Background: an optimization exercise with open tools, aiming at small area, a short achievable clock period and few clock cycles. Do not read the settings as production practice. The RTL was checked by simulation tests, not by an equivalence proof against the original design. Power and IR drop assume default switching activity.

== maple ==
## reindeer_core
module reindeer_core (
    input  logic        clk,
    input  logic        arst_n_i,
    input  logic        start_i,
    input  logic [11:0] start_address_i,
    input  logic [31:0] mem_read_data_i,
    input  logic        mem_read_ack_i,
    input  logic [42:0] ocd_reg_i,
    output logic [9:0]  mem_addr_o,
    output logic        mem_read_en_o,
    output logic [31:0] ocd_reg_read_data_o,
    output logic        paused_o,
    output logic [11:0] peek_pc_o,
    output logic [31:0] peek_ir_o
);
    localparam logic [6:0] OPCODE_OP_IMM = 7'b0010011;
    localparam logic [6:0] OPCODE_OP     = 7'b0110011;
    localparam logic [6:0] OPCODE_LUI    = 7'b0110111;
    logic [4:0]  ocd_raddr;
    logic        ocd_we;
    logic [4:0]  ocd_waddr;
    logic [31:0] ocd_wdata;
    assign ocd_raddr = ocd_reg_i[42:38];
    assign ocd_we    = ocd_reg_i[37];
    assign ocd_waddr = ocd_reg_i[36:32];
    assign ocd_wdata = ocd_reg_i[31:0];
    logic        paused_q;    
    logic        run_q;       
    logic        out_q;       
    logic        live_q;      
    logic [9:0]  faddr_q;     
    logic [31:0] h_q, s_q;    
    logic        hv_q, sv_q;  
    logic        h_legal_q, h_op_q, s_legal_q, s_op_q;
    logic        dph_q;       
    logic        in_legal, in_op;
    logic        halt;        
    logic        halt_q;      
    logic        issue;       
    logic        keep;        
    logic        req;
    logic        arrive;
    logic        refill;      
    assign in_op    = (mem_read_data_i[6:0] == OPCODE_OP);
    assign in_legal = (mem_read_data_i[6:0] == OPCODE_OP_IMM) || in_op ||
                      (mem_read_data_i[6:0] == OPCODE_LUI);
    assign halt   = hv_q & ~h_legal_q;
    assign issue  = hv_q & h_legal_q & (~h_op_q | dph_q);
    assign keep   = hv_q & h_legal_q & h_op_q & ~dph_q;
    assign refill = ~hv_q | issue;
    logic        en0_q, en1_q;
    assign req    = mem_read_ack_i ? en1_q : en0_q;
    assign arrive = mem_read_ack_i & live_q & ~halt;
    logic        paused_n, halt_q_n, out_n, live_n, dph_n, hv_n, sv_n;
    logic        h_legal_n, h_op_n, s_op_n, s_take;
    logic        halt_n1, issue_n1;
    assign paused_n  = paused_q ? ~start_i : halt_q;
  ...
clock: 6.0 ns
lec_check: 0
cap_margin: 20
cell_pad_in_sites_detail_placement: 2
cell_pad_in_sites_global_placement: 2
core_margin: 2
core_utilization: 30
cts_cluster_diameter: 80
cts_cluster_size: 20
setup_slack_margin: 3.0
slew_margin: 20
standard.sh (not shown) runs the stock make flow with config.mk's settings and CLKGATE_MAP_FILE= SYNTH_SCRIPT=/design/flow/synth_recipe.tcl, a recipe that flattens the netlist after the stock synthesis.
==> flow/flow/run.sh <==
#!/bin/bash
# The standard layout, except that the ports get plain buffers instead of
# the delay cells buffer_ports picks by default. Each port still has its own
# buffer; the resizer may size them later.
set -euo pipefail
export BUFFER_PORTS_ARGS="-buffer_cell sky130_fd_sc_hd__buf_2"
bash standard.sh > standard.log 2>&1
Testbench counts of maple, summed over its fixed seeds: cycles 23,918.
#### Input delta (indigo over maple)
- a change of SETUP_SLACK_MARGIN from 3.0 to 2.5
Results
maple → indigo: part of the cycle the worst path needs now sits higher, post-place instance area lost 1.4%, share of total power in combinational logic -6.5 points. Against maple, indigo comes in about 5% lower on filler-free cell count of the finished design. Of maple and indigo, indigo shows the lower ratio of cells with drive above 1 in the final layout, with maple above it.


== build 27 ==
Another version of the RTL of reindeer_core (not shown whole).
For scale: about 3,600 cells after synthesis, ~1,200 flip-flops, about 180 I/O pins, roughly 0.052 sq mm of cells after synthesis.
clock: 6.0 ns
lec_check: 0
cap_margin: 20
cell_pad_in_sites_detail_placement: 1
cell_pad_in_sites_global_placement: 1
core_margin: 2
core_utilization: 45
cts_cluster_diameter: 80
cts_cluster_size: 20
setup_slack_margin: 2.5
slew_margin: 20
Scripts as last shown in full above: flow/flow/run.sh
Build 27: full flow OK, the timing, design-rule and antenna checks passed
Testbench counts of build 27, summed over its fixed seeds: cycles 23,918.
What build 45 does differently from build 27 at the input level:
# build 27
export LEC_CHECK = 0
export CAP_MARGIN = 20
export CELL_PAD_IN_SITES_DETAIL_PLACEMENT = 1
export CELL_PAD_IN_SITES_GLOBAL_PLACEMENT = 1
export CORE_MARGIN = 2
export CORE_UTILIZATION = 45
export CTS_CLUSTER_DIAMETER = 80
export CTS_CLUSTER_SIZE = 20
export SETUP_SLACK_MARGIN = 2.5
export SLEW_MARGIN = 20
create_clock -name core_clock -period 6.0 [get_ports {clk}]
# build 45
export LEC_CHECK = 0
export CAP_MARGIN = 20
export CELL_PAD_IN_SITES_DETAIL_PLACEMENT = 2
export CELL_PAD_IN_SITES_GLOBAL_PLACEMENT = 2
export CORE_MARGIN = 2
export CORE_UTILIZATION = 30
export CTS_CLUSTER_DIAMETER = 80
export CTS_CLUSTER_SIZE = 20
export SETUP_SLACK_MARGIN = 2.5
export SLEW_MARGIN = 20
create_clock -name core_clock -period 6.0 [get_ports {clk}]
--- outcome ---
- Compared with build 27, build 45 is the more power-hungry design.
- Build 45 has less setup slack than build 27.
- Changes observed in build 45 relative to build 27: maximum fanout along the worst path has decreased, worst-skew pair later-pin latency has increased, initial core utilization has decreased.
- Compared with build 27, build 45 ends up with a larger final cell area.
- Compared build 45 against build 27; power attributed to sequential cells within noise.
Here is what was changed in the inputs of build 97 compared with build 45.
# build 45
export LEC_CHECK = 0
export CAP_MARGIN = 20
export CELL_PAD_IN_SITES_DETAIL_PLACEMENT = 2
export CELL_PAD_IN_SITES_GLOBAL_PLACEMENT = 2
export CORE_MARGIN = 2
export CORE_UTILIZATION = 30
export CTS_CLUSTER_DIAMETER = 80
export CTS_CLUSTER_SIZE = 20
export SETUP_SLACK_MARGIN = 2.5
export SLEW_MARGIN = 20
create_clock -name core_clock -period 6.0 [get_ports {clk}]
# build 97
export LEC_CHECK = 0
export CAP_MARGIN = 20
export CELL_PAD_IN_SITES_DETAIL_PLACEMENT = 1
export CELL_PAD_IN_SITES_GLOBAL_PLACEMENT = 1
export CORE_MARGIN = 2
export CORE_UTILIZATION = 45
export CTS_CLUSTER_DIAMETER = 90
export CTS_CLUSTER_SIZE = 24
export SETUP_SLACK_MARGIN = 2.5
export SLEW_MARGIN = 20
create_clock -name core_clock -period 6.0 [get_ports {clk}]
[summary]
From build 45 to build 97 the numbers moved as follows: sequential share of layout area now larger, non-clock buffer count now larger.
Build 97 vs. build 45: count of buffers added by post-CTS timing repair for setup increased 27, critical path depth +1.
Delta (build 97 minus build 45): proportion of power drawn by combinational gates now larger, cell count went down by 800, total chip power moved down, number of DRC markers in iteration 0 increased by 915 relative to the old numbers, count of endpoints failing setup in the final report shows no meaningful change.
Looking at post-detailed-placement cell area across build 97 and build 45, the one that comes out higher is build 45.
Re worst path buffer plus inverter count: no difference whatsoever between build 45 and build 97.
#### Input delta (build 20 over build 97)
# build 97
export LEC_CHECK = 0
export CAP_MARGIN = 20
export CELL_PAD_IN_SITES_DETAIL_PLACEMENT = 1
export CELL_PAD_IN_SITES_GLOBAL_PLACEMENT = 1
export CORE_MARGIN = 2
export CORE_UTILIZATION = 45
export CTS_CLUSTER_DIAMETER = 90
export CTS_CLUSTER_SIZE = 24
export SETUP_SLACK_MARGIN = 2.5
export SLEW_MARGIN = 20
create_clock -name core_clock -period 6.0 [get_ports {clk}]
# build 20
export LEC_CHECK = 0
export CAP_MARGIN = 20
export CELL_PAD_IN_SITES_DETAIL_PLACEMENT = 1
export CELL_PAD_IN_SITES_GLOBAL_PLACEMENT = 1
export CORE_MARGIN = 2
export CORE_UTILIZATION = 45
export CTS_CLUSTER_DIAMETER = 80
export CTS_CLUSTER_SIZE = 20
export SETUP_SLACK_MARGIN = 3.0
export SLEW_MARGIN = 20
export TNS_END_PERCENT = 10
create_clock -name core_clock -period 6.0 [get_ports {clk}]
==> results.txt <==
Build 20: done, clean on timing, DRC and antenna
Sequential share of layout area: build 20 vs build 97 down 4.0 points
Build 20: global-route usage over all layers higher than build 97
Summary: total length of routed wires, build 20 worse than build 97
Comparing the two runs side by side, build 20 comes out behind build 97 on tightest slew margin relative to the limit.
Build 20 vs build 97: transition time at the pin with the least slew margin up in build 20
Compared to build 97, build 20 has combinational share of power 3.9 points higher.
From build 20 to build 97, fraction of the mapped netlist area in compound gates did not move at all.
From build 97 to build 20 the numbers moved as follows: maximum clock rate +1.9%; sum of buffers and inverters on the critical path neither gained nor lost much; number of buffers created by CTS went up; fraction of standard cell area in multi-input logic increased by 0.42 points relative to the old numbers.

-- what the ideal ports hide --
The flow's constraints put no driver on any port. The routed layouts listed below were extracted and timed again, unchanged, in two steps. Step 1, drivers: a clkbuf_16 drives clk and a buf_2 each remaining input, both assumed. Step 2 moves the port delays by t, midway between the first and last clock arrival at a register: inputs arrive t later, outputs are due t later. That takes back most of the time a late clock gives input paths. Three values: ideal ports, drivers, drivers and shift; two values: the first two.
run	t (ns)	setup slack, ns	pins driven straight from the clock port
maple	0.797	2.564 / 2.573 / 1.788	1
indigo	0.791	2.450 / 2.450 / 1.746	1
build 27	0.752	2.511 / 2.535 / 1.784	1
build 45	0.792	2.352 / 2.399 / 1.607	1
build 97	0.782	2.496 / 2.496 / 1.746	1
build 20	0.743	2.561 / 2.561 / 1.946	1
After both steps every run listed still meets setup and hold. For maple, which loses most, drivers alone change the setup slack by +0.009 ns; drivers and shift together by -0.776 ns.
